This is an optimization exercise on Yosys and OpenROAD, whose aim is small area and a short achievable clock period, not a production implementation.
RTL that was checked went through simulation tests only; none was proved equivalent to the original.
The RTL of runs 2 to 5 was laid out without a check of its function.
Power is estimated from default activity; no workload was simulated.

File: flow/flow/run.sh
#!/bin/bash
# The standard layout, with plain buffers on the ports instead of the delay
# buffers buffer_ports picks by default. Every port still gets its buffer.
set -euo pipefail
export BUFFER_PORTS_ARGS="-buffer_cell sky130_fd_sc_hd__buf_2"
bash standard.sh > standard.log 2>&1
File: flow/standard.sh
#!/bin/bash
# synth_recipe.tcl (not shown) runs the flow's synth.tcl, then flattens the netlist and writes it again
# the make line also repeats each setting of config.mk as NAME=value (left out here)
make -C /OpenROAD-flow-scripts/flow DESIGN_CONFIG=/design/flow/config.mk WORK_HOME=/design/flow/orfs CLKGATE_MAP_FILE= SYNTH_SCRIPT=/design/flow/synth_recipe.tcl "${@:-finish}"
File: flow/config.mk
export PLATFORM = sky130hd
export DESIGN_NAME = ranker_top
export DESIGN_NICKNAME = ranker_top
export VERILOG_FILES = /design/flow/design.v
export SDC_FILE = /design/flow/constraint.sdc
export NUM_CORES = 4
export LEC_CHECK = 0
export CAP_MARGIN = 20
export CORE_MARGIN = 2
export CORE_UTILIZATION = 40
export CTS_BUF_LIST = sky130_fd_sc_hd__clkbuf_8 sky130_fd_sc_hd__clkbuf_16
export CTS_CLUSTER_DIAMETER = 80
export CTS_CLUSTER_SIZE = 25
export SETUP_SLACK_MARGIN = 4.5
export SLEW_MARGIN = 20
File: flow/constraint.sdc
create_clock -name core_clock -period 7.5 [get_ports {clk}]
set_input_delay 1.5000 -clock core_clock [delete_from_list [all_inputs] [get_ports {clk}]]
set_output_delay 1.5000 -clock core_clock [all_outputs]
set_load 0.01 [all_outputs]
File: flow/design.v
`timescale 1ns/1ps
package axil_pkg;
    localparam int addr_width = 16;
    localparam int data_width = 32;
    localparam int strb_width = 4;
    typedef enum logic [1:0] {
        resp_okay   = 2'b00,
        resp_slverr = 2'b10
    } resp_t;
    typedef enum logic [1:0] {
        wr_idle,
        wr_data,
        wr_resp
    } wr_state_t;
    typedef enum logic {
        rd_idle,
        rd_resp
    } rd_state_t;
endpackage
`timescale 1ns/1ps
package ranker_pkg;
    localparam logic [15:0] addr_control = 16'h0000;
    localparam logic [15:0] addr_status  = 16'h0004;
    localparam logic [15:0] addr_config  = 16'h0008;
    localparam logic [15:0] addr_hash_lo = 16'h0020;
    localparam logic [15:0] addr_hash_hi = 16'h0024;
    localparam logic [15:0] addr_seg_lo  = 16'h0028;
    localparam logic [15:0] addr_seg_hi  = 16'h002C;
    localparam logic [15:0] addr_pos_lo  = 16'h0030;
    localparam logic [15:0] addr_pos_hi  = 16'h0034;
    localparam logic [15:0] addr_score   = 16'h0038;
    localparam logic [15:0] addr_result  = 16'h003C;
    localparam int ctrl_valid_bit  = 1;
    localparam int status_done_bit = 1;
    localparam int status_rank_lo  = 16;
    typedef logic [63:0] key_t;
    typedef logic [31:0] score_t;
    typedef logic [15:0] rank_t;
endpackage
`timescale 1ns/1ps
`timescale 1ns/1ps
`timescale 1ns/1ps
`timescale 1ns/1ps
module ranker_top (
    input  logic                  clk,
    input  logic                  reset,
    input  logic [axil_pkg::addr_width-1:0] awaddr,
    input  logic                  awvalid,
    output logic                  awready,
    input  logic [axil_pkg::data_width-1:0] wdata,
    input  logic [axil_pkg::strb_width-1:0] wstrb,
    input  logic                  wvalid,
    output logic                  wready,
    output axil_pkg::resp_t                 bresp,
    output logic                  bvalid,
    input  logic                  bready,
    input  logic [axil_pkg::addr_width-1:0] araddr,
    input  logic                  arvalid,
    output logic                  arready,
    output logic [axil_pkg::data_width-1:0] rdata,
    output axil_pkg::resp_t                 rresp,
    output logic                  rvalid,
    input  logic                  rready,
    output logic                  irq_out
);
    localparam logic [3:0] w_control = 4'h0;
    localparam logic [3:0] w_status  = 4'h1;
    localparam logic [3:0] w_config  = 4'h2;
    localparam logic [3:0] w_hash_lo = 4'h8;
    localparam logic [3:0] w_hash_hi = 4'h9;
    localparam logic [3:0] w_seg_lo  = 4'hA;
    localparam logic [3:0] w_seg_hi  = 4'hB;
    localparam logic [3:0] w_pos_lo  = 4'hC;
    localparam logic [3:0] w_pos_hi  = 4'hD;
    localparam logic [3:0] w_score   = 4'hE;
    localparam logic [3:0] w_result  = 4'hF;
    function automatic logic writable(input logic [15:0] a);
        writable = (a[15:6] == 10'd0) && (a[1:0] == 2'd0) &&
                   (a[5:2] == w_control || a[5:2] == w_config ||
                    (a[5:2] >= w_hash_lo && a[5:2] != w_result));
    endfunction
    function automatic logic readable(input logic [15:0] a);
        readable = (a[15:6] == 10'd0) && (a[1:0] == 2'd0) &&
                   (a[5:2] <= w_config || a[5:2] >= w_hash_lo);
    endfunction
    logic       st_idle, st_data, st_resp;
    logic [3:0] aw_word;
    logic       aw_ok, aw_err;
    logic       wr_en;
    assign awready = st_idle;
    logic       aw_idle;
    assign aw_idle = !(st_data || st_resp);
    assign wready  = st_data;
    assign bvalid  = st_resp;
    assign bresp   = axil_pkg::resp_t'({aw_err, 1'b0});
    assign wr_en   = st_data && wvalid && aw_ok;
    always_ff @(posedge clk or posedge reset) begin
        if (reset) begin
            st_idle <= 1'b1;
            st_data <= 1'b0;
            st_resp <= 1'b0;
        end else begin
            if (aw_idle && awvalid) st_idle <= 1'b0;
            else if (st_resp && bready) st_idle <= 1'b1;
            if (aw_idle && awvalid) st_data <= 1'b1;
            else if (st_data && wvalid) st_data <= 1'b0;
            if (st_data && wvalid) st_resp <= 1'b1;
            else if (st_resp && bready) st_resp <= 1'b0;
        end
    end
    always_ff @(posedge clk) begin
        if (aw_idle) begin
            aw_word <= awaddr[5:2];
            aw_ok   <= writable(awaddr);
            aw_err  <= !writable(awaddr);
        end
    end
    logic        live_q;
    logic [31:0] control_q, config_q, hash_lo_q, hash_hi_q, seg_lo_q, seg_hi_q;
    logic [31:0] pos_lo_q, pos_hi_q, score_q, result_q;
    logic        done_q;
    logic [31:0] wr_data;
    always_ff @(posedge clk or posedge reset) begin
        if (reset) live_q <= 1'b0;
        else       live_q <= 1'b1;
    end
    assign wr_data = live_q ? wdata : 32'd0;
    function automatic logic lane_en(input logic live, input logic wr, input logic [3:0] word,
                                     input logic [3:0] target, input logic strb);
        lane_en = !live || (wr && word == target && strb);
    endfunction
    always_ff @(posedge clk) begin
        for (int i = 0; i < 4; i++) begin
            if (lane_en(live_q, wr_en, aw_word, w_control, wstrb[i])) control_q[i*8 +: 8] <= wr_data[i*8 +: 8];
            if (lane_en(live_q, wr_en, aw_word, w_config,  wstrb[i])) config_q[i*8 +: 8]  <= wr_data[i*8 +: 8];
            if (lane_en(live_q, wr_en, aw_word, w_hash_lo, wstrb[i])) hash_lo_q[i*8 +: 8] <= wr_data[i*8 +: 8];
            if (lane_en(live_q, wr_en, aw_word, w_hash_hi, wstrb[i])) hash_hi_q[i*8 +: 8] <= wr_data[i*8 +: 8];
            if (lane_en(live_q, wr_en, aw_word, w_seg_lo,  wstrb[i])) seg_lo_q[i*8 +: 8]  <= wr_data[i*8 +: 8];
            if (lane_en(live_q, wr_en, aw_word, w_seg_hi,  wstrb[i])) seg_hi_q[i*8 +: 8]  <= wr_data[i*8 +: 8];
            if (lane_en(live_q, wr_en, aw_word, w_pos_lo,  wstrb[i])) pos_lo_q[i*8 +: 8]  <= wr_data[i*8 +: 8];
            if (lane_en(live_q, wr_en, aw_word, w_pos_hi,  wstrb[i])) pos_hi_q[i*8 +: 8]  <= wr_data[i*8 +: 8];
            if (lane_en(live_q, wr_en, aw_word, w_score,   wstrb[i])) score_q[i*8 +: 8]   <= wr_data[i*8 +: 8];
        end
    end
    logic [63:0] same;
    logic [31:0] diff1_q, diff2_q, res_diff_q;
    logic [6:0]  cnt_q;
    logic        run1_q, run2_q, res_en_q;
    assign same = ~({hash_hi_q, hash_lo_q} ^ {seg_hi_q, seg_lo_q});
    function automatic logic [1:0] fa(input logic a, input logic b, input logic c);
        fa = {(a & b) | (a & c) | (b & c), a ^ b ^ c};
    endfunction
    function automatic logic [1:0] ha(input logic a, input logic b);
        ha = {a & b, a ^ b};
    endfunction
    logic t1_1, t1_2, t1_3, t1_4, t1_5, t1_6, t1_7, t1_8, t1_9, t1_10, t1_11, t1_12, t1_13, t1_14, t1_15, t1_16, t1_17, t1_18, t1_19, t1_20, t1_21, t1_22, t1_23, t1_24, t1_25, t1_26, t1_27, t1_28, t1_29, t1_30, t1_31, t1_32, t1_33, t1_34, t1_35, t1_36, t1_37, t1_38, t1_39, t1_40, t1_41, t1_42, t1_43, t1_44, t1_45, t1_46, t1_47, t1_48, t1_49, t1_50, t1_51, t1_52, t1_53, t1_54, t1_55, t1_56, t1_57, t1_58, t1_59, t1_60, t1_61, t1_62, t1_63, t1_64, t1_65, t1_66, t1_67, t1_68, t1_69, t1_70, t1_71, t1_72, t1_73, t1_74, t1_75, t1_76, t1_77, t1_78, t1_79, t1_80, t1_81, t1_82, t1_83, t1_84, t1_85, t1_86, t1_87, t1_88;
    assign {t1_2, t1_1} = fa(same[0], same[1], same[2]);
    assign {t1_4, t1_3} = fa(same[3], same[4], same[5]);
    assign {t1_6, t1_5} = fa(same[6], same[7], same[8]);
    assign {t1_8, t1_7} = fa(same[9], same[10], same[11]);
    assign {t1_10, t1_9} = fa(same[12], same[13], same[14]);
    assign {t1_12, t1_11} = fa(same[15], same[16], same[17]);
    assign {t1_14, t1_13} = fa(same[18], same[19], same[20]);
    assign {t1_16, t1_15} = fa(same[21], same[22], same[23]);
    assign {t1_18, t1_17} = fa(same[24], same[25], same[26]);
    assign {t1_20, t1_19} = fa(same[27], same[28], same[29]);
    assign {t1_22, t1_21} = fa(same[30], same[31], same[32]);
    assign {t1_24, t1_23} = fa(same[33], same[34], same[35]);
    assign {t1_26, t1_25} = fa(same[36], same[37], same[38]);
    assign {t1_28, t1_27} = fa(same[39], same[40], same[41]);
    assign {t1_30, t1_29} = fa(same[42], same[43], same[44]);
    assign {t1_32, t1_31} = fa(same[45], same[46], same[47]);
    assign {t1_34, t1_33} = fa(same[48], same[49], same[50]);
    assign {t1_36, t1_35} = fa(same[51], same[52], same[53]);
    assign {t1_38, t1_37} = fa(same[54], same[55], same[56]);
    assign {t1_40, t1_39} = fa(same[57], same[58], same[59]);
    assign {t1_42, t1_41} = fa(same[60], same[61], same[62]);
    assign {t1_44, t1_43} = fa(same[63], t1_1, t1_3);
    assign {t1_46, t1_45} = fa(t1_5, t1_7, t1_9);
    assign {t1_48, t1_47} = fa(t1_11, t1_13, t1_15);
    assign {t1_50, t1_49} = fa(t1_17, t1_19, t1_21);
    assign {t1_52, t1_51} = fa(t1_23, t1_25, t1_27);
    assign {t1_54, t1_53} = fa(t1_29, t1_31, t1_33);
    assign {t1_56, t1_55} = fa(t1_35, t1_37, t1_39);
    assign {t1_58, t1_57} = fa(t1_41, t1_43, t1_45);
    assign {t1_60, t1_59} = fa(t1_47, t1_49, t1_51);
    assign {t1_62, t1_61} = fa(t1_2, t1_4, t1_6);
    assign {t1_64, t1_63} = fa(t1_8, t1_10, t1_12);
    assign {t1_66, t1_65} = fa(t1_14, t1_16, t1_18);
    assign {t1_68, t1_67} = fa(t1_20, t1_22, t1_24);
    assign {t1_70, t1_69} = fa(t1_26, t1_28, t1_30);
    assign {t1_72, t1_71} = fa(t1_32, t1_34, t1_36);
    assign {t1_74, t1_73} = fa(t1_38, t1_40, t1_42);
    assign {t1_76, t1_75} = fa(t1_44, t1_46, t1_48);
    assign {t1_78, t1_77} = fa(t1_50, t1_52, t1_54);
    assign {t1_80, t1_79} = fa(t1_56, t1_61, t1_63);
    assign {t1_82, t1_81} = fa(t1_65, t1_67, t1_69);
    assign {t1_84, t1_83} = fa(t1_62, t1_64, t1_66);
    assign {t1_86, t1_85} = fa(t1_68, t1_70, t1_72);
    assign {t1_88, t1_87} = ha(t1_84, t1_86);
    logic [20:0] tree1_q;
    always_ff @(posedge clk) begin
        tree1_q[0] <= t1_53;   
        tree1_q[1] <= t1_55;   
        tree1_q[2] <= t1_57;   
        tree1_q[3] <= t1_59;   
        tree1_q[4] <= t1_71;   
        tree1_q[5] <= t1_73;   
        tree1_q[6] <= t1_58;   
        tree1_q[7] <= t1_60;   
        tree1_q[8] <= t1_75;   
        tree1_q[9] <= t1_77;   
        tree1_q[10] <= t1_79;   
        tree1_q[11] <= t1_81;   
        tree1_q[12] <= t1_74;   
        tree1_q[13] <= t1_76;   
        tree1_q[14] <= t1_78;   
        tree1_q[15] <= t1_80;   
        tree1_q[16] <= t1_82;   
        tree1_q[17] <= t1_83;   
        tree1_q[18] <= t1_85;   
        tree1_q[19] <= t1_87;   
        tree1_q[20] <= t1_88;   
    end
    logic t2_1, t2_2, t2_3, t2_4, t2_5, t2_6, t2_7, t2_8, t2_9, t2_10, t2_11, t2_12, t2_13, t2_14, t2_15, t2_16, t2_17, t2_18, t2_19, t2_20, t2_21, t2_22, t2_23, t2_24, t2_25, t2_26;
    assign {t2_2, t2_1} = fa(tree1_q[0], tree1_q[1], tree1_q[2]);
    assign {t2_4, t2_3} = fa(tree1_q[4], tree1_q[5], tree1_q[6]);
    assign {t2_6, t2_5} = fa(tree1_q[7], tree1_q[8], tree1_q[9]);
    assign {t2_8, t2_7} = fa(tree1_q[10], tree1_q[11], t2_2);
    assign {t2_10, t2_9} = fa(t2_3, t2_5, t2_7);
    assign {t2_12, t2_11} = fa(tree1_q[12], tree1_q[13], tree1_q[14]);
    assign {t2_14, t2_13} = fa(tree1_q[15], tree1_q[16], tree1_q[17]);
    assign {t2_16, t2_15} = fa(tree1_q[18], t2_4, t2_6);
    assign {t2_18, t2_17} = fa(t2_11, t2_13, t2_8);
    assign {t2_20, t2_19} = fa(t2_15, t2_10, t2_17);
    assign {t2_22, t2_21} = fa(tree1_q[19], t2_12, t2_14);
    assign {t2_24, t2_23} = fa(t2_16, t2_21, t2_18);
    assign {t2_26, t2_25} = fa(tree1_q[20], t2_22, t2_24);
    logic [6:0] tree2a_q, tree2b_q;
    always_ff @(posedge clk) begin
        tree2a_q[0] <= tree1_q[3];
        tree2b_q[0] <= t2_1;
        tree2a_q[1] <= t2_9;
        tree2b_q[1] <= 1'b0;
        tree2a_q[2] <= t2_19;
        tree2b_q[2] <= 1'b0;
        tree2a_q[3] <= t2_20;
        tree2b_q[3] <= t2_23;
        tree2a_q[4] <= t2_25;
        tree2b_q[4] <= 1'b0;
        tree2a_q[5] <= t2_26;
        tree2b_q[5] <= 1'b0;
        tree2a_q[6] <= 1'b0;
        tree2b_q[6] <= 1'b0;
    end
    logic [6:0] cnt3;
    assign cnt3 = tree2a_q + tree2b_q;
    always_ff @(posedge clk) begin
        diff1_q <= score_q - {16'd0, pos_lo_q[15:0]};
        diff2_q <= diff1_q;
    end
    always_ff @(posedge clk or posedge reset) begin
        if (reset) begin
            run1_q <= 1'b0;
            run2_q <= 1'b0;
        end else begin
            run1_q <= control_q[ranker_pkg::ctrl_valid_bit] && live_q;
            run2_q <= run1_q;
        end
    end
    assign irq_out = run2_q;
    always_ff @(posedge clk) res_en_q <= run1_q;
    always_ff @(posedge clk or posedge reset) begin
        if (reset)       done_q <= 1'b0;
        else if (run2_q) done_q <= 1'b1;
    end
    always_ff @(posedge clk) begin
        if (res_en_q) begin
            res_diff_q <= diff2_q;
            cnt_q      <= cnt3;
        end
    end
    assign result_q = res_diff_q + {17'd0, cnt_q, 8'd0};
    logic        rd_idle, rd_busy;
    logic [31:0] rd_word;
    logic        rd_ok;
    logic        rd_err;
    assign arready = rd_idle;
    assign rvalid  = rd_busy;
    assign rresp   = axil_pkg::resp_t'({rd_err, 1'b0});
    always_ff @(posedge clk or posedge reset) begin
        if (reset) begin
            rd_idle <= 1'b1;
            rd_busy <= 1'b0;
        end else begin
            if (arvalid && !rd_busy) begin
                rd_idle <= 1'b0;
                rd_busy <= 1'b1;
            end else if (rd_busy && rready) begin
                rd_idle <= 1'b1;
                rd_busy <= 1'b0;
            end
        end
    end
    assign rd_ok = readable(araddr);
    always_comb begin
        case (araddr[5:2])
            w_control: rd_word = control_q;
            w_status:  rd_word = {9'd0, done_q ? cnt_q : 7'd0, 14'd0, done_q, 1'b0};
            w_config:  rd_word = config_q;
            w_hash_lo: rd_word = hash_lo_q;
            w_hash_hi: rd_word = hash_hi_q;
            w_seg_lo:  rd_word = seg_lo_q;
            w_seg_hi:  rd_word = seg_hi_q;
            w_pos_lo:  rd_word = pos_lo_q;
            w_pos_hi:  rd_word = pos_hi_q;
            w_score:   rd_word = score_q;
            w_result:  rd_word = done_q ? result_q : 32'd0;
            default:   rd_word = '0;
        endcase
        if (!rd_ok || !live_q) rd_word = '0;
    end
    always_ff @(posedge clk) begin
        if (!rd_busy) begin
            rdata  <= rd_word;
            rd_err <= !rd_ok;
        end
    end
endmodule
==> results of run 1 <==
[power by group through the flow]
stage	Sequential [W]	Combinational, W	Clock (W)
floorplan	0.00333	0.000733	0
global placement	0.00338	0.00116	0
detailed placement	0.00338	0.00121	0
CTS	0.00332	0.00122	0.00155
global route	0.00335	0.00138	0.00164
finish	0.00332	0.00121	0.00153
[worst reg2reg max path: cells and delay by family (launching register included)]
kind / cells / cell delay, ps
and+or+nand+nor: 3 / 890
DFF: 1 / 430
AOI/OAI and AO/OA: 3 / 890
adders and majority gates: 2 / 660
[path summary, 6_finish.rpt]
kind	from	to	slack, ps
worst max-delay path	araddr[4]	rdata[22]	4530
worst min-delay path	diff1_q[18]	diff2_q[18]	330
worst max register to register	pos_lo_q[0]	diff1_q[30]	4560
worst min register to register	diff1_q[18]	diff2_q[18]	330
max in group asynchronous	reset	st_idle	6330
min in group asynchronous	reset	rd_busy	880
[logic make-up (layout without fill, tap and decap cells)]
family	count (synthesis)	in the layout	synth area share, %
AOI/OAI and AO/OA	303	303	11.11
xor gates and xnor gates	106	106	4.763
adders and majority gates	85	85	7.690
buffers and inverters	141	285	2.812
DFF	469	469	67.21
muxes	1	1	0.05136
other	2	3	0.03853
and+or+nand+nor	224	224	6.329
[final cells by class]
cell class | count | share of cell area (%)
multi-input cells | 722 | 27.45
inverters | 87 | 1.490
repair buffers | 153 | 4.055
clock inverters | 17 | 0.5939
well taps | 615 | 3.512
clock buffers | 28 | 3.095
flip-flops and latches | 469 | 59.80
[layout by cell type (no fill, tap or decap), types with 18 or more instances in the layout]
master	n
edfxtp_1	366
buf_2	112
inv_1	94
dfxtp_1	93
xnor2_1	65
fa_1	58
a22oi_1	49
nand2_1	47
a21oi_1	46
a222oi_1	44
o21ai_0	42
xor2_1	41
buf_4	36
and2_1	34
nor2_1	29
ha_1	27
clkbuf_16	26
nand3_1	25
a221oi_1	18
[metrics by stage]
step                setup WS (ps)  util, %  cells
floorplan                    4469        -   1332
global placement             3735    43.66   2039
detailed placement           3765    43.71   2042
CTS                          4489    45.55   2088
global route                 4406    45.70   2091
finish                       4531    45.70   2091
[layer usage]
metal | GRT usage (%) | vias to the layer above
met2 | 33.98 | 534
met1 | 28.10 | 5964
met4 | 6.195 | 0
met5 | 0 | -
li1 | - | 5283
met3 | 3.161 | 75
[repair_timing]
| item | CTS | global route |
|---|---|---|
| gates resized for setup | 12 | 13 |
| pin swaps | 3 | 4 |
| endpoints found under the setup margin | 50 | 47 |
| buffers inserted | 1 | 3 |
| hold buffers | 0 | 0 |
==> results.txt, run 1 <==
- Syn Inst Count: 1331
- Final Hold Viols: 0
- Worst-Margin Slew: 999.6 ps
- Most frequent cell after synthesis: edfxtp_1
- Crit-path slowest cell: a222oi_1
- Synth cell count leaders: edfxtp_1 (366), dfxtp_1 (94), inv_1 (87), xnor2_1 (65), o21ai_0 (63)
- Status: finished clean
- Port bufs: 114
- P_leak: 8.042 nW
- CP Launch Type: input pin
- Final setup violation count: 0
- Htree depth: 1
- GRT Overall Usage: 20.54%
- Die footprint: 50510 sq um
- Total power: 0.006066 W
- FFs w/ async S/R, synth: 1.919%
- Top layer in use: met4
- FILL cells: 4147
- Combinational share of power: 20.0%
- Met1 wire length: 21750 um
- Placed cell area: 20960 sq um
- Routed wl met3: 4042 um
- Pint: 0.004323 W
- Initial drt markers: 1399
- Worst Path Buf+Inv: 2
- Switch share: 28.74%
- Post-Syn Area: 19490 sq um
- Post-synthesis register bit count: 469
- Setup TNS: 0 ps
- Hold Crit Class: flop to flop
- GPL Wtd Cong: 0.8132
- PD cells: 276.9 nW/um^2
- Seq/Total Area, Yosys: 67.21%
- Final Critical Period: 2969 ps
- Critical Path AT: 3260 ps
- CTS root buffer: clkbuf_16
- WL per Instance: 25.01 um
- Drt first pass iters: 10
- Layout overhead on the synthesized area: 12.41%
- Sw Pwr: 0.001743 W
- Yosys cell types: 61
- Largest net degree at the start of global routing: 43
- Share of layout cells above drive strength 1: 15.58%
- Clock Path Buffers: 3
- Skew-Pair Late Insertion Delay: 570 ps
- Vias per cell: 5.670
- Worst path cell trace: buf_2 -> nand2b_2 -> nor3_2 -> buf_6 -> a222oi_1 -> nand3_1 -> a211oi_2 -> a21oi_1
- Initial antenna violation count: 0
- Met2 wire length: 24980 um
- Yosys warning total: 1
- Clock power frac: 25.2%
- Syn avg cell area: 14.64 sq um
- Vias in the first global route: 11660
- Post-synth EDFFs: 366
- N_diodes: 0
- Top FF cell, synth: edfxtp_1
- Footprint of the multi-input gates: 6015 sq um
- I/O Pins: 117
- Die Wd: 224.7 um
- Yosys top cell area share: 56.39%
- Fin Hold WS: 332.8 ps
- VDD IR-drop max: 0.1667 mV
- CP endpoint kind: flop
- Crit path kind: input pin to flop
- Reg2reg path depth: 8
- Global-route wire length before repair: 75760 um
- Sequential share of power: 54.8%
- Sink Count: 469
- Rows: 80
- Maxcap violations: 0
- Via count: 11860
- Worst Clk Skew: 13.45 ps
- Die Ht: 224.7 um
- Clock slew at reported path FFs: 90 ps
- Peak Freq: 0.3369 GHz
- ANT nets after route: 0
- Crit-path max cell delay: 410 ps
- Detailed Route WL: 52290 um
- RSZ-0062 raised after global routing: yes
- Critical path depth: 8
- CTS tree: yes
- Cell type with the highest aggregate area in the netlist: edfxtp_1
- Gr ovfl total: 0
- Drc violations: 0
- Synth top area cells: edfxtp_1 (56%), dfxtp_1 (9.7%), fa_1 (6.0%), xnor2_1 (2.9%), a222oi_1 (2.3%)
- Crit path max fanout: 31
- Final Cell Area: 21910 sq um
- Worst Hold Depth: 0
- Initial Util: 40.65%
- FF+latch area: 13100 sq um
- Fin. max-slew vios: 0
- Post-DP HPWL: 36090 um
- Final #Nets: 1618
- CP top delay family: compound AO/OA/AOI/OAI gates
- Area of the core: 47950 sq um
- Critical Path RT: 7790 ps
- CTS Buf Count: 25
- Relative slew slack: 33.26%
- Final period utilization: 39.58%
==> inputs of run 2 (changes only) <==
--- a/flow/design.v
+++ b/flow/design.v
@@ -84,35 +84,46 @@
                    (a[5:2] <= w_config || a[5:2] >= w_hash_lo);
     endfunction
     logic       st_idle, st_data, st_resp;
-    logic [3:0] aw_word;
-    logic       aw_ok, aw_err;
-    logic       wr_en;
+    logic       aw_err;
+    logic [8:0] wsel;    
+    function automatic logic [3:0] w_target(input int i);
+        case (i)
+            0: w_target = w_control;
+            1: w_target = w_config;
+            2: w_target = w_hash_lo;
+            3: w_target = w_hash_hi;
+            4: w_target = w_seg_lo;
+            5: w_target = w_seg_hi;
+            6: w_target = w_pos_lo;
+            7: w_target = w_pos_hi;
+            default: w_target = w_score;
+        endcase
+    endfunction
     assign awready = st_idle;
-    logic       aw_idle;
-    assign aw_idle = !(st_data || st_resp);
     assign wready  = st_data;
     assign bvalid  = st_resp;
     assign bresp   = axil_pkg::resp_t'({aw_err, 1'b0});
-    assign wr_en   = st_data && wvalid && aw_ok;
     always_ff @(posedge clk or posedge reset) begin
         if (reset) begin
             st_idle <= 1'b1;
             st_data <= 1'b0;
             st_resp <= 1'b0;
         end else begin
-            if (aw_idle && awvalid) st_idle <= 1'b0;
+            if (st_idle && awvalid) st_idle <= 1'b0;
             else if (st_resp && bready) st_idle <= 1'b1;
-            if (aw_idle && awvalid) st_data <= 1'b1;
+            if (st_idle && awvalid) st_data <= 1'b1;
             else if (st_data && wvalid) st_data <= 1'b0;
             if (st_data && wvalid) st_resp <= 1'b1;
             else if (st_resp && bready) st_resp <= 1'b0;
         end
     end
     always_ff @(posedge clk) begin
-        if (aw_idle) begin
-            aw_word <= awaddr[5:2];
-            aw_ok   <= writable(awaddr);
-            aw_err  <= !writable(awaddr);
+        if (st_idle) aw_err <= !writable(awaddr);
+        for (int i = 0; i < 9; i++) begin
+            if (st_idle)
+                wsel[i] <= awvalid && writable(awaddr) && awaddr[5:2] == w_target(i);
+            else if (st_data && wvalid)
+                wsel[i] <= 1'b0;
         end
     end
     logic        live_q;
@@ -125,27 +136,29 @@
         else       live_q <= 1'b1;
     end
     assign wr_data = live_q ? wdata : 32'd0;
-    function automatic logic lane_en(input logic live, input logic wr, input logic [3:0] word,
-                                     input logic [3:0] target, input logic strb);
-        lane_en = !live || (wr && word == target && strb);
-    endfunction
+    logic [8:0]  lane_en [4];
+    always_comb begin
+        for (int i = 0; i < 4; i++) begin
+            for (int r = 0; r < 9; r++) lane_en[i][r] = !live_q || (wsel[r] && wvalid && wstrb[i]);
+        end
+    end
     always_ff @(posedge clk) begin
         for (int i = 0; i < 4; i++) begin
-            if (lane_en(live_q, wr_en, aw_word, w_control, wstrb[i])) control_q[i*8 +: 8] <= wr_data[i*8 +: 8];
-            if (lane_en(live_q, wr_en, aw_word, w_config,  wstrb[i])) config_q[i*8 +: 8]  <= wr_data[i*8 +: 8];
-            if (lane_en(live_q, wr_en, aw_word, w_hash_lo, wstrb[i])) hash_lo_q[i*8 +: 8] <= wr_data[i*8 +: 8];
-            if (lane_en(live_q, wr_en, aw_word, w_hash_hi, wstrb[i])) hash_hi_q[i*8 +: 8] <= wr_data[i*8 +: 8];
-            if (lane_en(live_q, wr_en, aw_word, w_seg_lo,  wstrb[i])) seg_lo_q[i*8 +: 8]  <= wr_data[i*8 +: 8];
-            if (lane_en(live_q, wr_en, aw_word, w_seg_hi,  wstrb[i])) seg_hi_q[i*8 +: 8]  <= wr_data[i*8 +: 8];
-            if (lane_en(live_q, wr_en, aw_word, w_pos_lo,  wstrb[i])) pos_lo_q[i*8 +: 8]  <= wr_data[i*8 +: 8];
-            if (lane_en(live_q, wr_en, aw_word, w_pos_hi,  wstrb[i])) pos_hi_q[i*8 +: 8]  <= wr_data[i*8 +: 8];
-            if (lane_en(live_q, wr_en, aw_word, w_score,   wstrb[i])) score_q[i*8 +: 8]   <= wr_data[i*8 +: 8];
+            if (lane_en[i][0]) control_q[i*8 +: 8] <= wr_data[i*8 +: 8];
+            if (lane_en[i][1]) config_q[i*8 +: 8]  <= wr_data[i*8 +: 8];
+            if (lane_en[i][2]) hash_lo_q[i*8 +: 8] <= wr_data[i*8 +: 8];
+            if (lane_en[i][3]) hash_hi_q[i*8 +: 8] <= wr_data[i*8 +: 8];
+            if (lane_en[i][4]) seg_lo_q[i*8 +: 8]  <= wr_data[i*8 +: 8];
+            if (lane_en[i][5]) seg_hi_q[i*8 +: 8]  <= wr_data[i*8 +: 8];
+            if (lane_en[i][6]) pos_lo_q[i*8 +: 8]  <= wr_data[i*8 +: 8];
+            if (lane_en[i][7]) pos_hi_q[i*8 +: 8]  <= wr_data[i*8 +: 8];
+            if (lane_en[i][8]) score_q[i*8 +: 8]   <= wr_data[i*8 +: 8];
         end
     end
     logic [63:0] same;
     logic [31:0] diff1_q, diff2_q, res_diff_q;
     logic [6:0]  cnt_q;
-    logic        run1_q, run2_q, res_en_q;
+    logic        run1_q, run2_q;
     assign same = ~({hash_hi_q, hash_lo_q} ^ {seg_hi_q, seg_lo_q});
     function automatic logic [1:0] fa(input logic a, input logic b, input logic c);
         fa = {(a & b) | (a & c) | (b & c), a ^ b ^ c};
@@ -269,13 +282,12 @@
         end
     end
     assign irq_out = run2_q;
-    always_ff @(posedge clk) res_en_q <= run1_q;
     always_ff @(posedge clk or posedge reset) begin
         if (reset)       done_q <= 1'b0;
         else if (run2_q) done_q <= 1'b1;
     end
     always_ff @(posedge clk) begin
-        if (res_en_q) begin
+        if (run2_q) begin
             res_diff_q <= diff2_q;
             cnt_q      <= cnt3;
         end
@@ -293,7 +305,7 @@
             rd_idle <= 1'b1;
             rd_busy <= 1'b0;
         end else begin
-            if (arvalid && !rd_busy) begin
+            if (arvalid && rd_idle) begin
                 rd_idle <= 1'b0;
                 rd_busy <= 1'b1;
             end else if (rd_busy && rready) begin
@@ -321,7 +333,7 @@
         if (!rd_ok || !live_q) rd_word = '0;
     end
     always_ff @(posedge clk) begin
-        if (!rd_busy) begin
+        if (rd_idle) begin
             rdata  <= rd_word;
             rd_err <= !rd_ok;
         end
==> flow/config.mk (replaced) <==
export PLATFORM = sky130hd
export DESIGN_NAME = ranker_top
export DESIGN_NICKNAME = ranker_top
export VERILOG_FILES = /design/flow/design.v
export SDC_FILE = /design/flow/constraint.sdc
export NUM_CORES = 4
export LEC_CHECK = 0
export CAP_MARGIN = 20
export CORE_MARGIN = 2
export CORE_UTILIZATION = 65
export SETUP_SLACK_MARGIN = 4.5
export SLEW_MARGIN = 20
==> results.txt, run 2 <==
- Status: finished clean (unchanged)
- VDD IR-drop max: 0.2542 mV (was 0.1667 mV)
- Final worst slack: 4530 ps (was 4531 ps)
- Synth top area cells: edfxtp_1 (56%), dfxtp_1 (9.4%), fa_1 (5.9%), xnor2_1 (3.4%), a222oi_1 (2.3%) (was edfxtp_1 (56%), dfxtp_1 (9.7%), fa_1 (6.0%), xnor2_1 (2.9%), a222oi_1 (2.3%))
- Sink Count: 472 (was 469)
- Initial Util: 66.44% (was 40.65%)
- Crit path kind: flop to flop (was input pin to flop)
- FFs w/ async S/R, synth: 1.907% (was 1.919%)
- Vias per cell: 6.454 (was 5.670)
- I/O Pins: 117 (unchanged)
- GRT Overall Usage: 33.61% (was 20.54%)
- Met3 Use GR: 8.163% (was 3.161%)
- Skew-Pair Late Insertion Delay: 540 ps (was 570 ps)
- Placed cell area: 20830 sq um (was 20960 sq um)
- PD cells: 315.5 nW/um^2 (was 276.9 nW/um^2)
- Post-synthesis register bit count: 472 (was 469)
- Largest net degree at the start of global routing: 71 (was 43)
- Top FF cell, synth: edfxtp_1 (unchanged)
- Die Wd: 178.5 um (was 224.7 um)
- GR peak layer: met2 (unchanged)
- Reg2reg setup slack: 4530 ps (was 4560 ps)
- Most frequent cell after synthesis: edfxtp_1 (unchanged)
- Met1 usage: 46.73% (was 28.10%)
- CP endpoint kind: flop (unchanged)
- Maxcap violations: 0 (unchanged)
- Post-synth EDFFs: 370 (was 366)
- Port bufs: 114 (unchanged)
- Worst R2R Start: cnt_q[5] (was pos_lo_q[0])
- Final period utilization: 39.60% (was 39.58%)
- Initial drt markers: 1674 (was 1399)
- ANT nets after route: 0 (unchanged)
- Min-delay src: diff1_q[11] (was diff1_q[18])
- P_leak: 8.394 nW (was 8.042 nW)
- CTS root buffer: clkbuf_16 (unchanged)
- Die Ht: 178.5 um (was 224.7 um)
- Yosys cell types: 71 (was 61)
- Worst Hold Depth: 0 (unchanged)
- Share of layout cells above drive strength 1: 15.33% (was 15.58%)
- Dpl cells: 1839 (was 2042)
- Htree depth: 2 (was 1)
- CTS tree: yes (unchanged)
- N_diodes: 0 (unchanged)
- Relative slew slack: 49.89% (was 33.26%)
- Area of the core: 29800 sq um (was 47950 sq um)
- Worst-Margin Slew: 751.6 ps (was 999.6 ps)
- Final Critical Period: 2970 ps (was 2969 ps)
- Post-place setup slack: 3691 ps (was 3765 ps)
- Vias in the first global route: 12340 (was 11660)
- CTS Buf Count: 45 (was 25)
- GPL Wtd Cong: 0.9006 (was 0.8132)
- Peak Freq: 0.3367 GHz (was 0.3369 GHz)
- Post-DP HPWL: 35000 um (was 36090 um)
- Synth cell count leaders: edfxtp_1 (370), nand2_1 (113), dfxtp_1 (93), inv_1 (83), xnor2_1 (76) (was edfxtp_1 (366), dfxtp_1 (94), inv_1 (87), xnor2_1 (65), o21ai_0 (63))
- Critical Path AT: 3240 ps (was 3260 ps)
- Layout overhead on the synthesized area: 13.38% (was 12.41%)
- Yosys warning total: 2 (was 1)
- Fin. max-slew vios: 0 (unchanged)
- Yosys top cell area share: 56.12% (was 56.39%)
- Seq/Total Area, Yosys: 66.68% (was 67.21%)
- Final cell count without fillers: 1929 (was 2091)
- Drt first pass iters: 8 (was 10)
- Gr ovfl total: 0 (unchanged)
- Post-Syn Area: 19800 sq um (was 19490 sq um)
- Rows: 63 (was 80)
- Final Hold Viols: 0 (unchanged)
- Crit path max fanout: 9 (was 31)
- Clock Path Buffers: 3 (unchanged)
- Drc violations: 0 (unchanged)
- Reg2reg path depth: 9 (was 8)
- Die footprint: 31870 sq um (was 50510 sq um)
- WL per Instance: 27.18 um (was 25.01 um)
- Total power: 0.007082 W (was 0.006066 W)
- Final setup violation count: 0 (unchanged)
- CP Launch Type: flop (was input pin)
- Hold Crit Class: flop to flop (unchanged)
- FF-to-FF End: rdata[29] (was diff1_q[30])
- Setup TNS: 0 ps (unchanged)
- Via count: 12450 (was 11860)
- Most frequent cells in the layout: edfxtp_1 (370), nand2_1 (113), buf_2 (111) (was edfxtp_1 (366), buf_2 (112), inv_1 (94))
- Worst Clk Skew: 12.30 ps (was 13.45 ps)
- Commonest non-fill, non-tap cell in the layout: edfxtp_1 (unchanged)
- Critical Path RT: 7770 ps (was 7790 ps)
- Final #Nets: 1665 (was 1618)
- Post-CTS Hold Buffers: 0 (unchanged)
- Final Cell Area: 22450 sq um (was 21910 sq um)
- Cell type with the highest aggregate area in the netlist: edfxtp_1 (unchanged)
- Met2 Resource Use GR: 53.01% (was 33.98%)
- Initial antenna violation count: 0 (unchanged)
- Syn Inst Count: 1376 (was 1331)
- Detailed Route WL: 52420 um (was 52290 um)
- Hold EP: diff2_q[11] (was diff2_q[18])
- Clock slew at reported path FFs: 60 ps (was 90 ps)
- RSZ-0062 raised after global routing: no (was yes)
- Global-route wire length before repair: 75890 um (was 75760 um)
- Syn avg cell area: 14.39 sq um (was 14.64 sq um)
## run 2: changes by cell type in the layout (fill, tap and decap cells not counted), moves of 8 or more
cell,before,now
buf_4,36,23
xnor2_1,65,76
o21ai_0,42,22
clkbuf_1,0,8
inv_1,94,83
a22oi_1,49,37
nand2_1,47,113
o21ai_2,8,0
xor2_1,41,31
a31oi_1,12,20
clkbuf_16,26,48
## run 2: cell type report
type                       instances  area (sq um)
inverter                          83         311.5
sequential                       472         13200
fill                            1883          7351
timing repair buffer             139         810.8
multi-input combinational        764          6166
clock buffer                      59          1261
tap                              390         488.0
clock inverter                    22         205.2
## run 2: worst max path at each step
| stage | slack (ps) | from | end | cells past startpoint |
|---|---|---|---|---|
| global route | 4500 | run2_q | irq_out | 2 |
| CTS | 4260 | rd_idle | arready | 2 |
| floorplan | 4480 | araddr[5] | rdata[4] | 6 |
| finish | 4530 | cnt_q[5] | rdata[29] | 9 |
| detailed placement | 3690 | araddr[3] | rdata[17] | 7 |
| global placement | 3750 | araddr[3] | rdata[17] | 7 |
## run 2: where the power goes
group / switching, W / total, W / internal [W] / leakage [nW]
sequential: 0.000188 / 0.00342 / 0.00323 / 4.63
clock: 0.000950 / 0.00224 / 0.00129 / 0.711
combinational: 0.000858 / 0.00142 / 0.000561 / 3.05
## run 2: metal layers
layer  routed length, um  share of wire [%]
met5                   0                  0
met4                1398                2.7
met3                6443                 12
met2               24700                 47
met1               19880                 38
## run 2: kinds of logic after synthesis
group	synth area share (%)
muxes	0.2086
DFF	66.68
xor gates and xnor gates	4.734
adders and majority gates	7.572
and+or+nand+nor	7.913
buffers and inverters	2.756
AOI/OAI and AO/OA	10.10
other	0.03794
## run 2: timing repair
item,in CTS,in global routing
gates resized for setup,9,9
endpoints found under the hold margin,0,0
pin swaps,1,3
setup endpoints to repair,24,8
buffers inserted,2,6
cloned,0,1
## run 2: worst max-delay path: stages (launching register included)
cell      delay [ps]
edfxtp_1         460
ha_1             360
o21a_1           220
o21ai_1          550
nand3b_1         190
buf_4            170
buf_4            130
nor4_1            40
o21ai_1          430
a21oi_1          130
## run 2: per-stage QoR
step | util, % | hold WS, ps
2_1_floorplan | - | 309.6
3_3_place_gp | 69.90 | 309.8
3_5_place_dp | 69.90 | 312.1
4_1_cts | 75.00 | 324.9
5_1_grt | 75.33 | 330.7
6_report | 75.33 | 325.5
==> inputs of run 3 (changes only) <==
--- a/flow/design.v
+++ b/flow/design.v
@@ -268,9 +268,11 @@
     end
     logic [6:0] cnt3;
     assign cnt3 = tree2a_q + tree2b_q;
+    logic        borrow1_q;
     always_ff @(posedge clk) begin
-        diff1_q <= score_q - {16'd0, pos_lo_q[15:0]};
-        diff2_q <= diff1_q;
+        {borrow1_q, diff1_q[15:0]} <= {1'b0, score_q[15:0]} - {1'b0, pos_lo_q[15:0]};
+        diff1_q[31:16] <= score_q[31:16];
+        diff2_q <= {diff1_q[31:16] - {15'd0, borrow1_q}, diff1_q[15:0]};
     end
     always_ff @(posedge clk or posedge reset) begin
         if (reset) begin
--- a/flow/config.mk
+++ b/flow/config.mk
@@ -8,5 +8,5 @@
 export CAP_MARGIN = 20
 export CORE_MARGIN = 2
 export CORE_UTILIZATION = 65
-export SETUP_SLACK_MARGIN = 4.5
+export SETUP_SLACK_MARGIN = 5.0
 export SLEW_MARGIN = 20
==> results.txt, run 3 <==
- Min-delay src: diff1_q[8] (was diff1_q[11])
- Most frequent cell after synthesis: edfxtp_1 (unchanged)
- Hold Crit Class: flop to flop (unchanged)
- Initial Util: 66.26% (was 66.44%)
- Post-synth EDFFs: 370 (unchanged)
- Setup TNS: 0 ps (unchanged)
- Worst path cell trace: ha_1 -> o211ai_1 -> a21oi_2 -> nand4_1 -> xnor2_1 -> nand2_1 -> a31oi_1 (was ha_1 -> o21a_1 -> o21ai_1 -> nand3b_1 -> buf_4 -> buf_4 -> nor4_1 -> o21ai_1 -> a21oi_1)
- XOR/XNOR Fraction of Synth Area: 4.937% (was 4.734%)
- Adder-Cell Fraction of Synth Area: 7.740% (was 7.572%)
- Crit-path max cell delay: 850 ps (was 550 ps)
- VDD IR-drop max: 0.2243 mV (was 0.2542 mV)
- Die footprint: 31700 sq um (was 31870 sq um)
- Synth top area cells: edfxtp_1 (56%), dfxtp_1 (9.6%), fa_1 (5.9%), xnor2_1 (3.4%), nand2_1 (2.2%) (was edfxtp_1 (56%), dfxtp_1 (9.4%), fa_1 (5.9%), xnor2_1 (3.4%), a222oi_1 (2.3%))
- Seq/Total Area, Yosys: 67.14% (was 66.68%)
- Final period utilization: 39.95% (was 39.60%)
- Post-CTS Hold Buffers: 0 (unchanged)
- Sink Count: 473 (was 472)
- Critical Path RT: 7900 ps (was 7770 ps)
- Vias per cell: 6.646 (was 6.454)
- Final #Nets: 1754 (was 1665)
- Crit path kind: flop to flop (unchanged)
- Syn Inst Count: 1352 (was 1376)
- Maxcap violations: 0 (unchanged)
- Reg2reg path depth: 7 (was 9)
- Post-Syn Area: 19690 sq um (was 19800 sq um)
- Layout overhead on the synthesized area: 23.46% (was 13.38%)
- Worst-Margin Slew: 1091 ps (was 751.6 ps)
- Peak Freq: 0.3338 GHz (was 0.3367 GHz)
- Worst Clk Skew: 22.65 ps (was 12.30 ps)
- Die Wd: 178.0 um (was 178.5 um)
- Yosys warning total: 2 (unchanged)
- Htree depth: 2 (unchanged)
- Syn avg cell area: 14.56 sq um (was 14.39 sq um)
- GRT Overall Usage: 38.56% (was 33.61%)
- Worst Hold Depth: 0 (unchanged)
- Clock Path Buffers: 3 (unchanged)
- Post-DP HPWL: 33340 um (was 35000 um)
- Yosys top cell area share: 56.43% (was 56.12%)
- Compound-Gate Fraction of Synth Area: 8.947% (was 10.10%)
- Hold EP: diff2_q[8] (was diff2_q[11])
- Synth cell count leaders: edfxtp_1 (370), nand2_1 (117), dfxtp_1 (94), inv_1 (85), xnor2_1 (77) (was edfxtp_1 (370), nand2_1 (113), dfxtp_1 (93), inv_1 (83), xnor2_1 (76))
- CTS Buf Count: 47 (was 45)
- Largest net degree at the start of global routing: 56 (was 71)
- Clock slew at reported path FFs: 60 ps (about the same)
- FF-to-FF End: rdata[31] (was rdata[29])
- Worst R2R Start: cnt_q[6] (was cnt_q[5])
- Most frequent cells in the layout: edfxtp_1 (370), nand2_1 (116), buf_2 (106) (was edfxtp_1 (370), nand2_1 (113), buf_2 (111))
- Post-synthesis register bit count: 473 (was 472)
- P_leak: 9.279 nW (was 8.394 nW)
- CP Launch Type: flop (unchanged)
- Drc violations: 0 (unchanged)
- FFs w/ async S/R, synth: 1.903% (was 1.907%)
- Core Util, Final: 81.80% (was 75.33%)
- Global-route wire length before repair: 85140 um (was 75890 um)
- PD cells: 292.8 nW/um^2 (was 315.5 nW/um^2)
- Critical Path AT: 3400 ps (was 3240 ps)
- Initial drt markers: 2362 (was 1674)
- CTS root buffer: clkbuf_16 (unchanged)
- Cell type with the highest aggregate area in the netlist: edfxtp_1 (unchanged)
- Detailed Route WL: 62200 um (was 52420 um)
- Rows: 63 (unchanged)
- RSZ-0062 raised after global routing: yes (was no)
- Final Critical Period: 2996 ps (was 2970 ps)
- ANT nets after route: 0 (unchanged)
- Vias in the first global route: 12970 (was 12340)
- Crit-path slowest cell: a21oi_2 (was o21ai_1)
- Port bufs: 114 (unchanged)
- N_diodes: 0 (unchanged)
- Share of layout cells above drive strength 1: 24.17% (was 15.33%)
- Area of the core: 29720 sq um (was 29800 sq um)
- Relative slew slack: 26.57% (was 49.89%)
- Crit path max fanout: 7 (was 9)
- Main combinational cell family by area after synthesis: compound AO/OA/AOI/OAI gates (unchanged)
- CP endpoint kind: flop (unchanged)
- Final setup violation count: 0 (unchanged)
- Fin. max-slew vios: 0 (unchanged)
- Top FF cell, synth: edfxtp_1 (unchanged)
- Final Hold Viols: 0 (unchanged)
- Status: finished clean (unchanged)
- WL per Instance: 30.79 um (was 27.18 um)
- I/O Pins: 117 (unchanged)
- Commonest non-fill, non-tap cell in the layout: edfxtp_1 (unchanged)
- CTS tree: yes (unchanged)
- Yosys cell types: 67 (was 71)
- Gr ovfl total: 0 (unchanged)
- Mux contribution to synthesized area: 0.2605% (was 0.2086%)
- Reg2reg setup slack: 4500 ps (was 4530 ps)
- Initial antenna violation count: 1 (was 0)
- Simple-Gate Fraction of Synth Area: 7.778% (was 7.913%)
- GPL Wtd Cong: 0.8469 (was 0.9006)
- Skew-Pair Late Insertion Delay: 560 ps (was 540 ps)
- Via count: 13430 (was 12450)
- Die Ht: 178.0 um (was 178.5 um)
- Drt first pass iters: 8 (unchanged)
- Fin Hold WS: 326.6 ps (was 325.5 ps)
==> run 3: changes by cell type in the layout (fill, tap and decap cells not counted), sizes merged, moves of 6 or more <==
cell	before	now
a222oi	46	39
nand4	4	10
nand2b	11	5
buf	138	238
clkbuf	60	78
a21oi	39	29
o21ai	29	19
nand3	27	21
==> run 3: stage by stage <==
step | total power (W) | setup slack [ps] | instance area [sq um] | instances
finish | 0.007119 | 4504 | 24310 | 2020
global route | 0.007385 | 4531 | 24310 | 2020
CTS | 0.007018 | 4656 | 23810 | 1988
detailed placement | 0.004702 | 3687 | 20760 | 1811
global placement | 0.004631 | 3782 | 20760 | 1811
floorplan | 0.004233 | 4610 | 20030 | 1353
==> run 3: worst max path at each step <==
stage	end	slack, ps	start
4_1_cts	arready	4660	rd_idle
3_3_place_gp	rdata[10]	3780	araddr[3]
3_5_place_dp	rdata[30]	3690	araddr[3]
6_report	rdata[31]	4500	cnt_q[6]
2_1_floorplan	rdata[15]	4610	araddr[4]
5_1_grt	rdata[31]	4530	cnt_q[6]
==> run 3: cell type report <==
cell class	count	area, sq um
multi-input combinational	740	6394
clock buffer	76	1389
clock inverter	11	72.57
sequential	473	13220
inverter	85	319.1
fill	1522	5408
timing repair buffer	245	2425
tap	390	488.0
==> run 3: kinds of logic (layout without fill, tap and decap cells) <==
family / Yosys count / in the layout
and+or+nand+nor: 301 / 304
other: 2 / 3
buffers and inverters: 144 / 417
DFF: 473 / 473
xor gates and xnor gates: 111 / 111
AOI/OAI and AO/OA: 229 / 230
adders and majority gates: 87 / 87
muxes: 5 / 5
==> run 3: power breakdown <==
part | leakage (nW) | internal (W) | switching [W]
logic | 3.93 | 0.000586 | 0.000828
clock network | 0.710 | 0.00130 | 0.000963
registers | 4.64 | 0.00324 | 0.000209
total | 9.28 | 0.00512 | 0.00200
==> run 3: worst max-delay path: cells and delay by family (launching register included) <==
family / cells / cell delay, ps
AOI/OAI and AO/OA: 3 / 1170
adders and majority gates: 1 / 400
xor gates and xnor gates: 1 / 470
DFF: 1 / 480
and+or+nand+nor: 2 / 310
==> run 3: what timing repair did <==
action                                  in CTS  in global routing
endpoints found under the hold margin        0                  0
endpoints found under the setup margin      80                 75
pin swaps                                   59                 57
gates resized for setup                    115                 42
gates cloned                                22                  2
setup buffers                               68                 30
==> run 3: metal layers <==
layer  up-vias  GRT usage [%]  share of wire (%)
met5         -              0              0.021
met1      6586          51.78                 36
met3       200          12.04                 14
met2      1097          57.88                 45
li1       5540              -                  -
met4         2          18.58                5.4
==> inputs of run 4 (changes only) <==
--- a/flow/config.mk
+++ b/flow/config.mk
@@ -7,6 +7,6 @@
 export LEC_CHECK = 0
 export CAP_MARGIN = 20
 export CORE_MARGIN = 2
-export CORE_UTILIZATION = 65
-export SETUP_SLACK_MARGIN = 5.0
+export CORE_UTILIZATION = 40
+export SETUP_SLACK_MARGIN = 4.5
 export SLEW_MARGIN = 20
==> results.txt, run 4 <==
- Share of layout cells above drive strength 1: 15.36% (was 24.17%)
- Final Hold Viols: 0 (unchanged)
- Combinational share of power: 17.2% (was 19.9%)
- Core Util, Final: 46.48% (was 81.80%)
- Switch share: 26.74% (was 28.09%)
- Sw Pwr: 0.001904 W (was 0.001999 W)
- Cell type with the highest aggregate area in the netlist: edfxtp_1 (unchanged)
- Die Wd: 225.9 um (was 178.0 um)
- Clock power frac: 34.8% (was 31.7%)
- Detailed Route WL: 52540 um (was 62200 um)
- CTS root buffer: clkbuf_16 (unchanged)
- Post-DP HPWL: 35120 um (was 33340 um)
- Critical Path AT: 1550 ps (was 3400 ps)
- Final setup violation count: 0 (unchanged)
- Sink Count: 473 (unchanged)
- Yosys cell types: 67 (unchanged)
- Worst Clk Skew: 13.99 ps (was 22.65 ps)
- Crit path max fanout: 41 (was 7)
- Vias per cell: 5.433 (was 6.646)
- Maxcap violations: 0 (unchanged)
- GRT Overall Usage: 20.75% (was 38.56%)
- CTS tree: yes (unchanged)
- Peak Freq: 0.3278 GHz (was 0.3338 GHz)
- Most frequent cells in the layout: edfxtp_1 (370), nand2_1 (117), buf_2 (111) (was edfxtp_1 (370), nand2_1 (116), buf_2 (106))
- Yosys top cell area share: 56.43% (unchanged)
- Die Ht: 225.9 um (was 178.0 um)
- Commonest non-fill, non-tap cell in the layout: edfxtp_1 (unchanged)
- Initial Util: 40.39% (was 66.26%)
- P_leak: 8.403 nW (was 9.279 nW)
- Htree depth: 2 (unchanged)
- Met1 wire length: 21310 um (was 22170 um)
- Most frequent cell after synthesis: edfxtp_1 (unchanged)
- Dpl cells: 2085 (was 1811)
- Skew-Pair Late Insertion Delay: 560 ps (about the same)
- Synth cell count leaders: edfxtp_1 (370), nand2_1 (117), dfxtp_1 (94), inv_1 (85), xnor2_1 (77) (unchanged)
- Vias in the first global route: 11770 (was 12970)
- Post-Syn Area: 19690 sq um (unchanged)
- CP Launch Type: flop (unchanged)
- Hold Crit Class: flop to flop (unchanged)
- Yosys warning total: 2 (unchanged)
- Footprint of the multi-input gates: 5908 sq um (was 6394 sq um)
- Via count: 11820 (was 13430)
- Initial antenna violation count: 1 (unchanged)
- Syn Inst Count: 1352 (unchanged)
- RSZ-0062 raised after global routing: yes (unchanged)
- CTS Buf Count: 48 (was 47)
- Post-place setup slack: 3706 ps (was 3687 ps)
- Global-route wire length before repair: 76260 um (was 85140 um)
- Port bufs: 114 (unchanged)
- Relative slew slack: 36.50% (was 26.57%)
- Final #Nets: 1634 (was 1754)
- Die footprint: 51020 sq um (was 31700 sq um)
- Clock slew at reported path FFs: 60 ps (about the same)
- Top layer in use: met5 (unchanged)
- Drc violations: 0 (unchanged)
- GPL Wtd Cong: 0.8102 (was 0.8469)
- Gr ovfl total: 0 (unchanged)
- Initial drt markers: 1459 (was 2362)
- Layout overhead on the synthesized area: 15.08% (was 23.46%)
- Fin. max-slew vios: 0 (unchanged)
- Final cell count without fillers: 2175 (was 2020)
- Routed wl met3: 4975 um (was 8680 um)
- Final Critical Period: 3050 ps (was 2996 ps)
- FILL cells: 4276 (was 1522)
- Rows: 81 (was 63)
- Drt first pass iters: 6 (was 8)
- Synth top area cells: edfxtp_1 (56%), dfxtp_1 (9.6%), fa_1 (5.9%), xnor2_1 (3.4%), nand2_1 (2.2%) (unchanged)
- VDD IR-drop max: 0.1690 mV (was 0.2243 mV)
- ANT nets after route: 0 (unchanged)
- Setup TNS: 0 ps (unchanged)
- Top FF cell, synth: edfxtp_1 (unchanged)
- WL per Instance: 24.16 um (was 30.79 um)
- Post-CTS Hold Buffers: 0 (unchanged)
- Status: finished clean (unchanged)
- Clock Path Buffers: 3 (unchanged)
- Critical Path RT: 6000 ps (was 7900 ps)
- Syn avg cell area: 14.56 sq um (unchanged)
- Final period utilization: 40.67% (was 39.95%)
- Met2 wire length: 24480 um (was 27970 um)
- Seq/Total Area, Yosys: 67.14% (unchanged)
- Largest net degree at the start of global routing: 71 (was 56)
- Area of the core: 48750 sq um (was 29720 sq um)
- Post-synth EDFFs: 370 (unchanged)
- FFs w/ async S/R, synth: 1.903% (unchanged)
- FF+latch area: 13220 sq um (unchanged)
- Final worst slack: 4450 ps (was 4504 ps)
- Pint: 0.005217 W (was 0.005119 W)
- CP endpoint kind: output port (was flop)
- Crit path kind: flop to output port (was flop to flop)
- Worst-Margin Slew: 942.1 ps (was 1091 ps)
- PD cells: 314.2 nW/um^2 (was 292.8 nW/um^2)
- I/O Pins: 117 (unchanged)
- Post-synthesis register bit count: 473 (unchanged)
- Sequential share of power: 48.0% (was 48.4%)
run 4: cell counts after synthesis:
Identical to the previous run, type by type.
run 4: cell type report:
class / count / share of cell area [%]
Sequential cell: 473 / 58.35
Multi-Input combinational cell: 736 / 26.07
Clock buffer: 64 / 6.389
Tap cell: 664 / 3.666
Timing Repair Buffer: 128 / 3.098
Inverter: 85 / 1.408
Clock inverter: 24 / 0.9994
Antenna cell: 1 / 0.01104
run 4: kinds of logic after synthesis:
family / count (synthesis) / share of synthesized area (%)
buffers and inverters: 144 / 3.158
other: 2 / 0.03814
muxes: 5 / 0.2605
xor gates and xnor gates: 111 / 4.937
adders and majority gates: 87 / 7.740
AOI/OAI and AO/OA: 229 / 8.947
DFF: 473 / 67.14
and+or+nand+nor: 301 / 7.778
run 4: path summary, 6_finish.rpt:
kind / startpoint / to / slack (ps) / depth (start not counted)
min: diff1_q[6] / diff2_q[6] / 330 / 0
min reg2reg: diff1_q[6] / diff2_q[6] / 330 / 0
max: run2_q / irq_out / 4450 / 2
max in group asynchronous: reset / run2_q / 6180 / 2
max reg2reg: cnt_q[0] / rdata[30] / 4620 / 9
min in group asynchronous: reset / done_q / 960 / 2
run 4: worst max-delay path: stages (launching register included):
cell and delay, ps:
dfrtp_2 350, clkbuf_8 390, buf_2 220
run 4: what timing repair did:
action | CTS | global route
cloned | 0 | 0
buffers inserted | 1 | 0
endpoints found under the setup margin | 21 | 15
gates resized for setup | 7 | 7
run 4: through the flow:
stage,total power (W),area [sq um],hold WS (ps)
2_1_floorplan,0.004219,19690,309.6
3_3_place_gp,0.004660,20930,310.0
3_5_place_dp,0.004700,20930,312.1
4_1_cts,0.007187,22640,325.6
5_1_grt,0.007472,22660,332.4
6_report,0.007120,22660,325.6
run 4: power groups by stage:
stage	clock network, W	logic (W)	registers, W
floorplan	0	0.000805	0.00341
global placement	0	0.00120	0.00346
detailed placement	0	0.00123	0.00347
CTS	0.00252	0.00125	0.00342
global route	0.00261	0.00141	0.00345
finish	0.00248	0.00123	0.00342
run 4: routing by layer:
layer  vias up  GRT usage [%]
met5         -              0
met4         2          7.627
li1       5274              -
met1      5878          27.53
met2       551          33.10
met3       111          5.139
==> inputs of run 5 (changes only) <==
--- a/flow/design.v
+++ b/flow/design.v
@@ -156,7 +156,7 @@
         end
     end
     logic [63:0] same;
-    logic [31:0] diff1_q, diff2_q, res_diff_q;
+    logic [31:0] diff1_q, diff2_q;
     logic [6:0]  cnt_q;
     logic        run1_q, run2_q;
     assign same = ~({hash_hi_q, hash_lo_q} ^ {seg_hi_q, seg_lo_q});
@@ -266,8 +266,6 @@
         tree2a_q[6] <= 1'b0;
         tree2b_q[6] <= 1'b0;
     end
-    logic [6:0] cnt3;
-    assign cnt3 = tree2a_q + tree2b_q;
     logic        borrow1_q;
     always_ff @(posedge clk) begin
         {borrow1_q, diff1_q[15:0]} <= {1'b0, score_q[15:0]} - {1'b0, pos_lo_q[15:0]};
@@ -284,17 +282,24 @@
         end
     end
     assign irq_out = run2_q;
+    logic [15:0] res_lo_q, res_hi_q;
+    logic        res_c_q;
+    logic [6:0]  cnt3;
+    logic [16:0] lo_sum;
+    assign cnt3   = tree2a_q + tree2b_q;
+    assign lo_sum = {1'b0, diff2_q[15:0]} + {2'b0, tree2a_q, 8'd0} + {2'b0, tree2b_q, 8'd0};
     always_ff @(posedge clk or posedge reset) begin
         if (reset)       done_q <= 1'b0;
         else if (run2_q) done_q <= 1'b1;
     end
     always_ff @(posedge clk) begin
         if (run2_q) begin
-            res_diff_q <= diff2_q;
-            cnt_q      <= cnt3;
+            {res_c_q, res_lo_q} <= lo_sum;
+            res_hi_q            <= diff2_q[31:16];
+            cnt_q               <= cnt3;
         end
     end
-    assign result_q = res_diff_q + {17'd0, cnt_q, 8'd0};
+    assign result_q = {res_hi_q + {15'd0, res_c_q}, res_lo_q};
     logic        rd_idle, rd_busy;
     logic [31:0] rd_word;
     logic        rd_ok;
--- a/flow/config.mk
+++ b/flow/config.mk
@@ -7,6 +7,8 @@
 export LEC_CHECK = 0
 export CAP_MARGIN = 20
 export CORE_MARGIN = 2
-export CORE_UTILIZATION = 40
-export SETUP_SLACK_MARGIN = 4.5
+export CORE_UTILIZATION = 65
+export CTS_BUF_LIST = sky130_fd_sc_hd__clkbuf_8
+export CTS_CLUSTER_SIZE = 20
+export SETUP_SLACK_MARGIN = 4.6
 export SLEW_MARGIN = 20
==> results.txt, run 5 <==
- Post-synth EDFFs: 371 (was 370)
- Layout overhead on the synthesized area: 12.94% (was 15.08%)
- Post-CTS Hold Buffers: 0 (unchanged)
- Die Wd: 180.6 um (was 225.9 um)
- Final #Nets: 1772 (was 1634)
- Largest net degree at the start of global routing: 43 (was 71)
- Worst path cell trace: buf_2 -> buf_12 -> nor2_1 -> a22oi_1 -> nor2_1 -> a221o_1 -> a211oi_1 -> nor2_1 (was clkbuf_8 -> buf_2)
- P_leak: 9.021 nW (was 8.403 nW)
- Cell mode on critical path: nor2_1
- Cell type with the highest aggregate area in the netlist: edfxtp_1 (unchanged)
- GRT Overall Usage: 34.40% (was 20.75%)
- Reg2reg path depth: 9 (unchanged)
- RSZ-0062 raised after global routing: yes (unchanged)
- Post-place setup slack: 3118 ps (was 3706 ps)
- Crit-path slowest cell: nor2_1 (was clkbuf_8)
- Syn Inst Count: 1452 (was 1352)
- Final setup violation count: 0 (unchanged)
- Syn avg cell area: 13.96 sq um (was 14.56 sq um)
- Mux contribution to synthesized area: 2.389% (was 0.2605%)
- Worst Hold Depth: 0 (unchanged)
- FF-to-FF End: borrow1_q (was rdata[30])
- Simple-Gate Fraction of Synth Area: 8.142% (was 7.778%)
- Main combinational cell family by area after synthesis: compound AO/OA/AOI/OAI gates (unchanged)
- CTS tree: yes (unchanged)
- Adder-Cell Fraction of Synth Area: 8.025% (was 7.740%)
- Compound-Gate Fraction of Synth Area: 8.210% (was 8.947%)
- N_diodes: 0 (was 1)
- Peak Freq: 0.3369 GHz (was 0.3278 GHz)
- I/O Pins: 117 (unchanged)
- Yosys cell types: 63 (was 67)
- Critical Path RT: 7950 ps (was 6000 ps)
- Critical Path AT: 3420 ps (was 1550 ps)
- ANT nets after route: 0 (unchanged)
- Yosys warning total: 2 (unchanged)
- FILL cells: 2028 (was 4276)
- FFs w/ async S/R, synth: 1.899% (was 1.903%)
- Relative slew slack: 31.19% (was 36.50%)
- Min-delay src: diff1_q[1] (was diff1_q[6])
- Post-Syn Area: 20270 sq um (was 19690 sq um)
- Commonest non-fill, non-tap cell in the layout: edfxtp_1 (unchanged)
- Final Hold Viols: 0 (unchanged)
- Initial Util: 66.09% (was 40.39%)
- Hold Crit Class: flop to flop (unchanged)
- Drt first pass iters: 6 (unchanged)
- Via count: 13050 (was 11820)
- Fin. max-slew vios: 0 (unchanged)
- Area of the core: 30670 sq um (was 48750 sq um)
- Maxcap violations: 0 (unchanged)
- Most frequent cells in the layout: edfxtp_1 (371), nand2_1 (137), inv_1 (111), buf_2 (111), dfxtp_1 (94) (was edfxtp_1 (370), nand2_1 (117), buf_2 (111))
- Crit path kind: input pin to flop (was flop to output port)
- Final period utilization: 39.57% (was 40.67%)
- Hold EP: diff2_q[1] (was diff2_q[6])
- Detailed Route WL: 55360 um (was 52540 um)
- CTS Buf Count: 76 (was 48)
- Seq/Total Area, Yosys: 65.37% (was 67.14%)
- Vias per cell: 6.337 (was 5.433)
- Port bufs: 114 (unchanged)
- Vias in the first global route: 12870 (was 11770)
- Post-synthesis register bit count: 474 (was 473)
- Most frequent cell after synthesis: edfxtp_1 (unchanged)
- CP Launch Type: input pin (was flop)
- XOR/XNOR Fraction of Synth Area: 4.840% (was 4.937%)
- VDD IR-drop max: 0.1719 mV (was 0.1690 mV)
- Clock slew at reported path FFs: 50 ps (was 60 ps)
- Final worst slack: 4532 ps (was 4450 ps)
- Status: finished clean (unchanged)
- Worst-Margin Slew: 1028 ps (was 942.1 ps)
- CP endpoint kind: flop (was output port)
- Synth top area cells: edfxtp_1 (55%), dfxtp_1 (9.3%), fa_1 (5.9%), xor2_1 (3.5%), nand2_1 (2.6%) (was edfxtp_1 (56%), dfxtp_1 (9.6%), fa_1 (5.9%), xnor2_1 (3.4%), nand2_1 (2.2%))
- WL per Instance: 26.87 um (was 24.16 um)
- Share of layout cells above drive strength 1: 17.37% (was 15.36%)
- Total power: 0.007203 W (was 0.007120 W)
- Setup TNS: 0 ps (unchanged)
- Die footprint: 32610 sq um (was 51020 sq um)
- Final Critical Period: 2968 ps (was 3050 ps)
- Htree depth: 3 (was 2)
- Gr ovfl total: 0 (unchanged)
- Initial drt markers: 2017 (was 1459)
- Worst Clk Skew: 20.05 ps (was 13.99 ps)
- Reg2reg setup slack: 4890 ps (was 4620 ps)
- GPL Wtd Cong: 0.9213 (was 0.8102)
- Crit-path max cell delay: 820 ps (was 390 ps)
- CTS root buffer: clkbuf_8 (was clkbuf_16)
- Global-route wire length before repair: 81080 um (was 76260 um)
- Yosys top cell area share: 54.96% (was 56.43%)
- Skew-Pair Late Insertion Delay: 610 ps (was 560 ps)
- Post-DP HPWL: 38730 um (was 35120 um)
- Rows: 64 (was 81)
- Synth cell count leaders: edfxtp_1 (371), nand2_1 (139), dfxtp_1 (94), inv_1 (90), xor2_1 (81) (was edfxtp_1 (370), nand2_1 (117), dfxtp_1 (94), inv_1 (85), xnor2_1 (77))
- Worst R2R Start: score_q[0] (was cnt_q[0])
- Die Ht: 180.6 um (was 225.9 um)
- Crit path max fanout: 42 (was 41)
- Crit path from: araddr[2] (was run2_q)
- Initial antenna violation count: 0 (was 1)
- Sink Count: 474 (was 473)
- Clock Path Buffers: 3 (unchanged)
- Drc violations: 0 (unchanged)
- Top FF cell, synth: edfxtp_1 (unchanged)
- PD cells: 314.6 nW/um^2 (was 314.2 nW/um^2)
-- run 5: changes by cell type after synthesis, sizes merged, moves of 12 or more --
cell,delta
nor2,+28
nand2,+22
xor2,+47
xnor2,-46
mux2i,+23
mux2,+12
a222oi,-29
a21oi,+14
-- run 5: repair_timing --
action | in CTS | in global routing
cloned | 0 | 0
setup endpoints to repair | 32 | 27
gates resized for setup | 34 | 20
setup buffers | 2 | 0
-- run 5: cell families (layout without fill, tap and decap cells) --
family,Yosys count,after routing
simple gates,344,344
mux,43,43
buf+inv,149,360
other cells,2,3
fa+ha+maj,94,94
flops,474,474
xor+xnor,112,112
compound gates,234,234
-- run 5: worst max path at each step --
stage                end  slack, ps  depth (start not counted)
2_1_floorplan  rdata[25]       4540                          8
3_3_place_gp   rdata[12]       3230                          7
3_5_place_dp    rdata[3]       3120                          7
4_1_cts         rdata[1]       4570                          8
5_1_grt        rdata[25]       4520                          8
6_report       rdata[28]       4530                          8
-- run 5: report_power, final --
group	leakage [nW]	switching [W]	internal [W]	total, W
Sequential	4.65	0.000219	0.00328	0.00350
Combinational	3.53	0.000925	0.000611	0.00154
Clock	0.845	0.000995	0.00117	0.00216
-- run 5: cell type report --
| cell class | instances | area, sq um | share of cell area, % |
|---|---|---|---|
| inverters | 90 | 341.6 | 1.492 |
| repair buffers | 131 | 778.2 | 3.399 |
| clock buffers | 84 | 1156 | 5.050 |
| clock inverters | 55 | 327.8 | 1.432 |
| flip-flops and latches | 474 | 13250 | 57.89 |
| multi-input cells | 830 | 6541 | 28.57 |
| well taps | 396 | 495.5 | 2.164 |
-- run 5: stage by stage --
stage	utilization (%)	instances	hold WS (ps)	area (sq um)
global route	74.65	2060	328.2	22890
floorplan	-	1453	309.6	20320
global placement	69.15	1919	310.2	21210
detailed placement	69.15	1919	312.1	21210
finish	74.65	2060	324.7	22890
CTS	74.38	2060	325.9	22810
-- run 5: layer usage --
layer	up-vias	global-route usage, %	wire length [um]
met4	0	10.84	1596
li1	5595	-	-
met3	138	9.418	7337
met5	-	0	0
met2	948	53.33	25650
met1	6373	48.07	20780
-- run 5: worst max-delay path: cells and delay by family --
kind	cells	cell delay [ps]
buf+inv	2	280
compound gates	3	490
simple gates	3	1090

re-timing with driven ports:
How much do the figures lean on ideal ports? The routed layouts below were timed once more, with nothing changed but the port constraints. Step 1 (the two cells are an assumption about what drives the block):
set clk [get_ports {clk}]
set_driving_cell -lib_cell sky130_fd_sc_hd__clkbuf_16 $clk
set_driving_cell -lib_cell sky130_fd_sc_hd__buf_2 [delete_from_list [all_inputs] $clk]
Step 2 adds t to the input delays and takes it off the output delays; t is the mean of the earliest and latest rising clock arrival at the registers after step 1. Input paths then give back, and output paths get back, about the clock's delay inside the block. Three values: ideal, step 1, step 2; two values: the first two.
run | shift t [ns] | setup slack, ns | worst hold slack (ns) | worst setup path at the end | latest minus earliest clock arrival (ns)
run 1 | 0.617 | 4.531 / 4.564 / 3.949 | 0.333 / 0.333 / 0.333 | input to register | 0.016 / 0.016
run 2 | 0.584 | 4.530 / 4.501 / 4.012 | 0.325 / 0.325 / 0.325 | input to register | 0.014 / 0.014
run 3 | 0.598 | 4.504 / 4.504 / 3.998 | 0.327 / 0.327 / 0.327 | input to register | 0.025 / 0.026
run 4 | 0.606 | 4.450 / 4.396 / 4.004 | 0.326 / 0.326 / 0.326 | input to register | 0.014 / 0.014
run 5 | 0.645 | 4.532 / 4.559 / 3.914 | 0.325 / 0.325 / 0.325 | input to register | 0.022 / 0.022
After both steps setup and hold are still met in every run listed. The setup slack of run 5, which loses most, moves by +0.027 ns with the drivers and by -0.618 ns with both steps.
